This is an optimization exercise on Yosys and OpenROAD, whose aim is small area, a short achievable clock period and few clock cycles per item, not a production implementation. The RTL was checked by simulation tests, not by an equivalence proof against the original design.

// poly_horner_seq
module poly_horner_seq (
    input  logic               clk,
    input  logic               rst,
    input  logic               coeff_we,
    input  logic [3:0]         coeff_addr,
    input  logic signed [15:0] coeff_wdata,
    input  logic signed [15:0] x,
    input  logic               start,
    output logic               busy,
    output logic               done,
    output logic signed [31:0] sum,
    output logic               ovf
);
    logic signed [15:0] r_coeff [0:10];
    logic [10:0]        r_cval;
    logic [7:0]         r_bone, r_btwo, r_bneg;
    logic signed [31:0] r_acc;
    logic signed [16:0] r_c, w_cn, w_n7;
    logic               r_ge, r_cneg, w_ge, w_cy15;
    logic [16:0]        w_y;
    logic signed [16:0] w_craw;
    logic               w_n7n;
    logic [3:0]         r_idx, w_idx_n, w_idx_r;
    logic               r_busy, r_done, r_ovf;
    logic signed [15:0] w_c, w_crd, w_c9;
    logic [7:0]         w_xone, w_xtwo, w_xneg;
    logic [47:0]        w_ra, w_rb;
    logic [31:0]        w_s, w_g0, w_p0;
    logic               w_c31, w_hi_one, w_hi_zero;
    logic               w_sovf, w_chi, w_clo, w_acc_st, w_last, w_wr;
    assign w_acc_st = start & ~r_busy;
    assign w_last   = r_busy & (r_idx == 4'd0);
  ...
Settings: LEC_CHECK=0, ABC_AREA=1, CAP_MARGIN=20, CORE_MARGIN=2, CORE_UTILIZATION=40, SETUP_SLACK_MARGIN=4.3, SLEW_MARGIN=20, SYNTH_HIERARCHICAL=1, SYNTH_MINIMUM_KEEP_SIZE=0; clock period 9.0 ns.
run.sh (not shown) runs the stock make flow with config.mk's settings and CLKGATE_MAP_FILE= SYNTH_SCRIPT=/design/flow/synth_recipe.tcl, a recipe that flattens the netlist after the stock synthesis.
Testbench counts at the start, summed over its fixed seeds: cycles 14,440, evals 1,280.
Edit:
SETUP_SLACK_MARGIN = 3.7   (was 4.3)
Non-clock buffer count fell by 130.
Via count came out lower by 4.3%.
Design area shrinks by 8.0%.
Maximum frequency shrinks by 4.2%.
Critical path depth decreases by 16.
Clock skew is about the same.
Area after synthesis is unchanged.
First-iteration DRC count fell by 10%.
Edit:
SETUP_SLACK_MARGIN = default   (was 3.7)
Result:
- critical path depth stays the same
- wire length goes down by 2.1%
- worst hold slack stays flat

---

== yarrow ==
poly_horner_seq again, from the RTL that the note above started with.
export LEC_CHECK = 0
export ABC_AREA = 1
export CAP_MARGIN = 20
export CORE_MARGIN = 2
export CORE_UTILIZATION = 40
export SETUP_SLACK_MARGIN = 3.9
export SLEW_MARGIN = 20
export SYNTH_HIERARCHICAL = 1
export SYNTH_MINIMUM_KEEP_SIZE = 0
export TNS_END_PERCENT = 5
create_clock -name core_clock -period 9.0 [get_ports {clk}]
Testbench counts of yarrow, summed over its fixed seeds: cycles 14,440, evals 1,280.
The following lists how xenon was set up differently from yarrow:
-- flow/config.mk --
<<< yarrow, line 11
export CORE_UTILIZATION = 40
export SETUP_SLACK_MARGIN = 3.9
export SLEW_MARGIN = 20
>>> xenon, line 11
export CORE_UTILIZATION = 40
export SETUP_SLACK_MARGIN = 4.0
export SLEW_MARGIN = 20
<<< yarrow, line 15
export SYNTH_MINIMUM_KEEP_SIZE = 0
export TNS_END_PERCENT = 5
>>> xenon, line 15
export SYNTH_MINIMUM_KEEP_SIZE = 0
## What came out
Compared with yarrow, in xenon clock-cell share of area held steady; via count of the first global-routing pass moved up; area of the multi-input gates went up 0.98%; total length of routed wires comparable. Comparing xenon and yarrow, the higher length of the first detailed-routing pass in iterations was measured on xenon. Summary of the comparison: least setup slack across all paths after layout is lower in xenon, relative to yarrow. For clock-pin slew of the registers on the worst-case setup and hold paths, yarrow and xenon come out practically identical. For number of standard cells in the layout, taps in and fillers out, yarrow and xenon come out practically identical. xenon against yarrow: mean routed wirelength per cell dropped 0.079 um; timing-limited maximum frequency dropped about 1%.
### xenon -> maple
-- flow/config.mk --
<<< xenon, line 8
export ABC_AREA = 1
export CAP_MARGIN = 20
export CORE_MARGIN = 2
export CORE_UTILIZATION = 40
export SETUP_SLACK_MARGIN = 4.0
export SLEW_MARGIN = 20
export SYNTH_HIERARCHICAL = 1
export SYNTH_MINIMUM_KEEP_SIZE = 0
>>> maple, line 8
export ABC_AREA = 1
export CAP_MARGIN = 0
export CORE_MARGIN = 2
export CORE_UTILIZATION = 40
export SETUP_SLACK_MARGIN = 3.7
export SLEW_MARGIN = 0
export SYNTH_HIERARCHICAL = 1
export SYNTH_MINIMUM_KEEP_SIZE = 0
export TNS_END_PERCENT = 5
Notes after the runs:
Comparing xenon and maple, the higher post-CTS repair timing setup buffer count was measured on xenon.
Re layout overhead on the synthesized area: maple is 4.3 points down on xenon.

port drivers added, routing unchanged:
The flow's constraints put no driver on any port. The routed layouts listed below were extracted and timed again, unchanged, in two steps. Step 1 (the two cells are an assumption about what drives the block):
set clk [get_ports {clk}]
set_driving_cell -lib_cell sky130_fd_sc_hd__clkbuf_16 $clk
set_driving_cell -lib_cell sky130_fd_sc_hd__buf_2 [delete_from_list [all_inputs] $clk]
Step 2 adds t to the input delays and takes it off the output delays; t is the mean of the earliest and latest rising clock arrival at the registers after step 1. Input paths then give back, and output paths get back, about the clock's delay inside the block. Three values: no drivers, after step 1, after step 2; two values: the first two.
run	shift t [ns]	setup WS [ns]	worst setup path at the end	slew at the worst register clock pin (ns)
the first run of note 1	0.665	4.091 / 4.091 / 3.932	input to register	0.08 / 0.08
the second run of note 1	0.653	3.874 / 3.816 / 3.910	input to register	0.07 / 0.07
the third run of note 1	0.652	3.303 / 3.245 / 3.391	register to register	0.07 / 0.07
yarrow	0.649	3.984 / 3.949 / 3.889	input to register	0.07 / 0.07
xenon	0.653	3.935 / 3.935 / 3.890	input to register	0.07 / 0.07
maple	0.657	3.852 / 3.792 / 3.861	input to register	0.07 / 0.07
After both steps setup and hold are still met in every run listed. The setup slack of the first run of note 1, which loses most, moves by 0.000 ns with the drivers and by -0.159 ns with both steps.
